This is an optimization exercise on Yosys and OpenROAD, whose aim is small area, not a production implementation. In this exercise RTL edits were held to simulation tests only and were not proved equivalent to the original. Power and IR drop assume default switching activity.

== build 92 ==
## testReadoutTop
module testReadoutTop
(
    input  logic clkTMR,
    input  logic reset,
    input  logic triggerDisable,
    input  logic triggerMode,
    input  l1Pkg::hitWordT hitIn,
    input  logic creditReturn,
    output logic l1a,
    output l1Pkg::frameWordT frameOut,
    output logic frameValid,
    output logic overflow
);
Size in the first run: ~2800 cells after synthesis, ~2200 flip-flops, ~38 I/O pins, ~0.052 sq mm of cells after synthesis.
==> flow/config.mk <==
export PLATFORM = sky130hd
export DESIGN_NAME = testReadoutTop
export DESIGN_NICKNAME = testReadoutTop
export VERILOG_FILES = /design/flow/design.v
export SDC_FILE = /design/flow/constraint.sdc
export NUM_CORES = 4
export LEC_CHECK = 0
export CAP_MARGIN = 20
export CORE_MARGIN = 2
export CORE_UTILIZATION = 75
export CTS_BUF_LIST = sky130_fd_sc_hd__clkbuf_8
export CTS_CLUSTER_DIAMETER = 60
export CTS_CLUSTER_SIZE = 18
export SLEW_MARGIN = 20
export SYNTH_MEMORY_MAX_BITS = 16384
==> flow/constraint.sdc <==
create_clock -name core_clock -period 10.0 [get_ports {clkTMR}]
set_input_delay 2.0000 -clock core_clock [delete_from_list [all_inputs] [get_ports {clkTMR}]]
set_output_delay 2.0000 -clock core_clock [all_outputs]
set_load 0.01 [all_outputs]
standard.sh (not shown) runs the stock make flow with config.mk's settings and CLKGATE_MAP_FILE= SYNTH_SCRIPT=/design/flow/synth_recipe.tcl, a recipe that flattens the netlist after the stock synthesis.
==> flow/flow/run.sh <==
#!/bin/bash
set -o pipefail
export CTS_ARGS="-sink_clustering_enable -repair_clock_nets -dont_use_dummy_load -buf_list sky130_fd_sc_hd__clkbuf_8 -sink_clustering_size 20 -sink_clustering_max_diameter 75"
export BUFFER_PORTS_ARGS="-buffer_cell sky130_fd_sc_hd__buf_1"
bash standard.sh finish > standard_flow.log 2>&1
No stage failed in build 92, and the final checks on the layout all came back clean.
The following lists how build 54 was set up differently from build 92:
# build 92
export LEC_CHECK = 0
export CAP_MARGIN = 20
export CORE_MARGIN = 2
export CORE_UTILIZATION = 75
export CTS_BUF_LIST = sky130_fd_sc_hd__clkbuf_8
export CTS_CLUSTER_DIAMETER = 60
export CTS_CLUSTER_SIZE = 18
export SLEW_MARGIN = 20
export SYNTH_MEMORY_MAX_BITS = 16384
create_clock -name core_clock -period 10.0 [get_ports {clkTMR}]
# build 54
export LEC_CHECK = 0
export CAP_MARGIN = 20
export CORE_MARGIN = 2
export CORE_UTILIZATION = 70
export CTS_BUF_LIST = sky130_fd_sc_hd__clkbuf_8
export CTS_CLUSTER_DIAMETER = 60
export CTS_CLUSTER_SIZE = 18
export SLEW_MARGIN = 20
export SYNTH_MEMORY_MAX_BITS = 16384
create_clock -name core_clock -period 10.0 [get_ports {clkTMR}]
==> flow/flow/run.sh <==
#!/bin/bash
set -o pipefail
export CTS_ARGS="-sink_clustering_enable -repair_clock_nets -dont_use_dummy_load -buf_list sky130_fd_sc_hd__clkbuf_8 -sink_clustering_size 18 -sink_clustering_max_diameter 60"
export BUFFER_PORTS_ARGS="-buffer_cell sky130_fd_sc_hd__buf_1"
bash standard.sh finish > standard_flow.log 2>&1
==> notes.md <==
- What build 92 reported for wire length of the first global-routing pass has to be multiplied by 0.902 to get the figure for build 54.
- In the reports for build 54 and build 92, the larger height of the chip belongs to build 54.
- Build 92 → build 54: final area +about 0.43%, utilization after layout down 5.5 points, setup slack went down, fraction of area in clock buffers and inverters went up, final critical-path share of the clock period now larger.
- On number of nets in the layout, build 54 tracks build 92 almost exactly.
- Of build 54 and build 92, build 92 shows the higher sequential portion of the cell area, with build 54 below it.
[inputs] build 19 vs build 54
==> flow/flow/run.sh <==
#!/bin/bash
set -o pipefail
export CTS_ARGS="-sink_clustering_enable -repair_clock_nets -dont_use_dummy_load -buf_list sky130_fd_sc_hd__clkbuf_16 -sink_clustering_size 34 -sink_clustering_max_diameter 60"
export BUFFER_PORTS_ARGS="-buffer_cell sky130_fd_sc_hd__buf_1"
bash standard.sh finish > standard_flow.log 2>&1
==> notes.md <==
- Against build 54, build 19 reports a area added between synthesis and finish that is higher.
- Reported for build 19 and build 54, total buffers and inverters traversed by the critical path turned out identical to the last digit.
- Taking build 54 as the reference, in build 19 global-route wire length before repair higher; cell count decreased by 53 relative to the old numbers; utilization +0.43 points.
[inputs] build 33 vs build 19
==> flow/flow/run.sh <==
#!/bin/bash
set -o pipefail
export CTS_ARGS="-sink_clustering_enable -repair_clock_nets -dont_use_dummy_load -buf_list sky130_fd_sc_hd__clkbuf_8 -sink_clustering_size 20 -sink_clustering_max_diameter 50"
export BUFFER_PORTS_ARGS="-buffer_cell sky130_fd_sc_hd__buf_1"
bash standard.sh finish > standard_flow.log 2>&1
Findings:
- Build 33: done, clean on timing, DRC and antenna
- Against build 19, build 33 comes in 56 lower on first-iteration detailed-routing DRC count.
- Reported for build 19 and build 33, async set-reset flop share out of synthesis turned out identical to the last digit.
- The total net switching power reported for build 33 is smaller than that of build 19 by 1.1%.
- Core util | build 33 vs build 19 | build 33 lower

Another version of the RTL of testReadoutTop (not shown whole).
For scale: roughly 2200 flip-flops.
clock: 10.0 ns
lec_check: 0
cap_margin: 20
core_margin: 2
core_utilization: 70
cts_buf_list: sky130_fd_sc_hd__clkbuf_16
cts_cluster_diameter: 60
cts_cluster_size: 32
slew_margin: 20
synth_memory_max_bits: 16384
run.sh (not shown) runs the stock make flow with config.mk's settings and CLKGATE_MAP_FILE= SYNTH_SCRIPT=/design/flow/synth_recipe.tcl, a recipe that flattens the netlist after the stock synthesis.
Stock flow here: none of the scripts above is used.
==> next run, changes <==
--- a/flow/config.mk
+++ b/flow/config.mk
@@ -8,8 +8,7 @@
 export CAP_MARGIN = 20
 export CORE_MARGIN = 2
-export CORE_UTILIZATION = 70
-export CTS_BUF_LIST = sky130_fd_sc_hd__clkbuf_16
-export CTS_CLUSTER_DIAMETER = 60
-export CTS_CLUSTER_SIZE = 32
+export CORE_UTILIZATION = 60
+export CTS_BUF_LIST = sky130_fd_sc_hd__clkbuf_4 sky130_fd_sc_hd__clkbuf_8
+export CTS_CLUSTER_SIZE = 30
 export SLEW_MARGIN = 20
 export SYNTH_MEMORY_MAX_BITS = 16384
=> Cell count is higher by about a fifth; non-clock buffer count is higher by 1; worst hold slack loses 41 ps; cell area is higher by a few percent; worst setup slack loses 200 ps; sequential share of layout area is lower by 5.3 points; power is higher by about a fifth; maximum frequency is lower by a few percent.
==> next run, changes <==
==> flow/flow/run.sh (new file) <==
#!/bin/bash
set -o pipefail
export CTS_ARGS="-sink_clustering_enable -repair_clock_nets -dont_use_dummy_load -buf_list sky130_fd_sc_hd__clkbuf_8 -sink_clustering_size 18 -sink_clustering_max_diameter 60"
export BUFFER_PORTS_ARGS="-buffer_cell sky130_fd_sc_hd__buf_1"
bash standard.sh finish > standard_flow.log 2>&1
==> flow/standard.sh (new file) <==
#!/bin/bash
# synth_recipe.tcl (not shown) runs the flow's synth.tcl, then flattens the netlist and writes it again
# the make line also repeats each setting of config.mk as NAME=value (left out here)
make -C /OpenROAD-flow-scripts/flow DESIGN_CONFIG=/design/flow/config.mk WORK_HOME=/design/flow/orfs CLKGATE_MAP_FILE= SYNTH_SCRIPT=/design/flow/synth_recipe.tcl "${@:-finish}"
--- a/flow/config.mk
+++ b/flow/config.mk
@@ -8,7 +8,8 @@
 export CAP_MARGIN = 20
 export CORE_MARGIN = 2
-export CORE_UTILIZATION = 60
-export CTS_BUF_LIST = sky130_fd_sc_hd__clkbuf_4 sky130_fd_sc_hd__clkbuf_8
-export CTS_CLUSTER_SIZE = 30
+export CORE_UTILIZATION = 70
+export CTS_BUF_LIST = sky130_fd_sc_hd__clkbuf_8
+export CTS_CLUSTER_DIAMETER = 60
+export CTS_CLUSTER_SIZE = 18
 export SLEW_MARGIN = 20
 export SYNTH_MEMORY_MAX_BITS = 16384
removed: flow/run.sh
After rerunning: Clock skew rises by 21 ps; worst setup slack gains 660 ps; cell area falls by a little under a tenth; sequential cell count is unchanged; sequential share of layout area rises by 7.2 points; register-to-register slack gains 810 ps; power falls by about a fifth; non-clock buffer count rises by 15.
==> next run, changes <==
==> flow/run.sh (new file) <==
#!/bin/bash
# synth_recipe.tcl (not shown) runs the flow's synth.tcl, then flattens the netlist and writes it again
# the make line also repeats each setting of config.mk as NAME=value (left out here)
make -C /OpenROAD-flow-scripts/flow DESIGN_CONFIG=/design/flow/config.mk WORK_HOME=/design/flow/orfs CLKGATE_MAP_FILE= SYNTH_SCRIPT=/design/flow/synth_recipe.tcl finish
--- a/flow/config.mk
+++ b/flow/config.mk
@@ -8,8 +8,5 @@
 export CAP_MARGIN = 20
 export CORE_MARGIN = 2
-export CORE_UTILIZATION = 70
-export CTS_BUF_LIST = sky130_fd_sc_hd__clkbuf_8
-export CTS_CLUSTER_DIAMETER = 60
-export CTS_CLUSTER_SIZE = 18
+export CORE_UTILIZATION = 40
 export SLEW_MARGIN = 20
 export SYNTH_MEMORY_MAX_BITS = 16384
removed: flow/flow/run.sh
removed: flow/standard.sh
The new run finished clean.
Final cell count went up by 26%.
Routed wire length went up by 1.3%.
Setup slack is worse by 750 ps.
Die area went up by 74%.
Total power went up by 32%.
Non-clock buffer count went down by 13.
Global-route usage went down by 7.4 points.
Clock-buffer cell count went up by 131.
Clock power went up by 120%.
==> next run, changes <==
==> flow/flow/run.sh (new file) <==
#!/bin/bash
set -o pipefail
export CTS_ARGS="-sink_clustering_enable -repair_clock_nets -dont_use_dummy_load -buf_list sky130_fd_sc_hd__clkbuf_8 -sink_clustering_size 18 -sink_clustering_max_diameter 60"
export BUFFER_PORTS_ARGS="-buffer_cell sky130_fd_sc_hd__buf_1"
bash standard.sh finish > standard_flow.log 2>&1
==> flow/standard.sh (new file) <==
#!/bin/bash
# synth_recipe.tcl (not shown) runs the flow's synth.tcl, then flattens the netlist and writes it again
# the make line also repeats each setting of config.mk as NAME=value (left out here)
make -C /OpenROAD-flow-scripts/flow DESIGN_CONFIG=/design/flow/config.mk WORK_HOME=/design/flow/orfs CLKGATE_MAP_FILE= SYNTH_SCRIPT=/design/flow/synth_recipe.tcl "${@:-finish}"
--- a/flow/config.mk
+++ b/flow/config.mk
@@ -6,7 +6,10 @@
 export NUM_CORES = 4
 export LEC_CHECK = 0
-export CAP_MARGIN = 20
+export CAP_MARGIN = 0
 export CORE_MARGIN = 2
-export CORE_UTILIZATION = 40
-export SLEW_MARGIN = 20
+export CORE_UTILIZATION = 70
+export CTS_BUF_LIST = sky130_fd_sc_hd__clkbuf_8
+export CTS_CLUSTER_DIAMETER = 60
+export CTS_CLUSTER_SIZE = 18
+export SLEW_MARGIN = 0
 export SYNTH_MEMORY_MAX_BITS = 16384
removed: flow/run.sh
Sequential cell count is unchanged; wire length came out lower by 2.0%; via count is lower by 3.2%; sequential share of layout area came out higher by 8.7 points.
==> next run, changes <==
==> flow/run.sh (new file) <==
#!/bin/bash
# synth_recipe.tcl (not shown) runs the flow's synth.tcl, then flattens the netlist and writes it again
# the make line also repeats each setting of config.mk as NAME=value (left out here)
make -C /OpenROAD-flow-scripts/flow DESIGN_CONFIG=/design/flow/config.mk WORK_HOME=/design/flow/orfs CLKGATE_MAP_FILE= SYNTH_SCRIPT=/design/flow/synth_recipe.tcl finish
--- a/flow/config.mk
+++ b/flow/config.mk
@@ -6,5 +6,5 @@
 export NUM_CORES = 4
 export LEC_CHECK = 0
-export CAP_MARGIN = 0
+export CAP_MARGIN = 20
 export CORE_MARGIN = 2
 export CORE_UTILIZATION = 70
@@ -12,4 +12,4 @@
 export CTS_CLUSTER_DIAMETER = 60
 export CTS_CLUSTER_SIZE = 18
-export SLEW_MARGIN = 0
+export SLEW_MARGIN = 20
 export SYNTH_MEMORY_MAX_BITS = 16384
removed: flow/flow/run.sh
removed: flow/standard.sh
After rerunning: Total power came out higher by 1.8%; sequential share of layout area came out lower by 0.81 points; global-route usage came out higher by 0.18 points; critical path depth is unchanged; via count stays flat; setup slack is worse by 640 ps; count of clock-buffer cells in the layout came out higher by 1.

==> afterwards: timing with drivers on the ports <==
The flow's constraints put no driver on any port. The routed layouts listed below were extracted and timed again, unchanged, in two steps.
Step 1 sets driving cells, clkbuf_16 on the clock port and buf_2 on the other inputs (assumed; they add their load-dependent delay and slew).
Step 2 times the ports against the registers' clock, not the clock port: input delays grow and output delays shrink by t, the midpoint of the rising clock arrivals with the driver on.
a / b / c = ideal / step 1 / step 2; a / b = the first two.
run	t (ns)	setup slack, ns	worst slew at a driven data input, ns
build 92	0.830	4.559 / 4.500 / 5.001	0.04
build 54	0.822	4.538 / 4.476 / 5.071	0.03
build 19	0.707	4.689 / 4.622 / 5.047	0.03
build 33	0.818	4.588 / 4.528 / 5.064	0.03
the first run of note 2	0.736	3.857 / 3.790 / 4.321	0.04
the second run of note 2	0.932	3.653 / 3.596 / 4.177	0.04
the third run of note 2	0.824	4.317 / 4.254 / 4.910	0.04
the fourth run of note 2	0.830	3.570 / 3.506 / 4.335	0.15
the fifth run of note 2	0.823	4.356 / 4.293 / 4.980	0.04
the sixth run of note 2	0.853	3.717 / 3.656 / 4.319	0.04
After both steps every run listed still meets setup and hold.
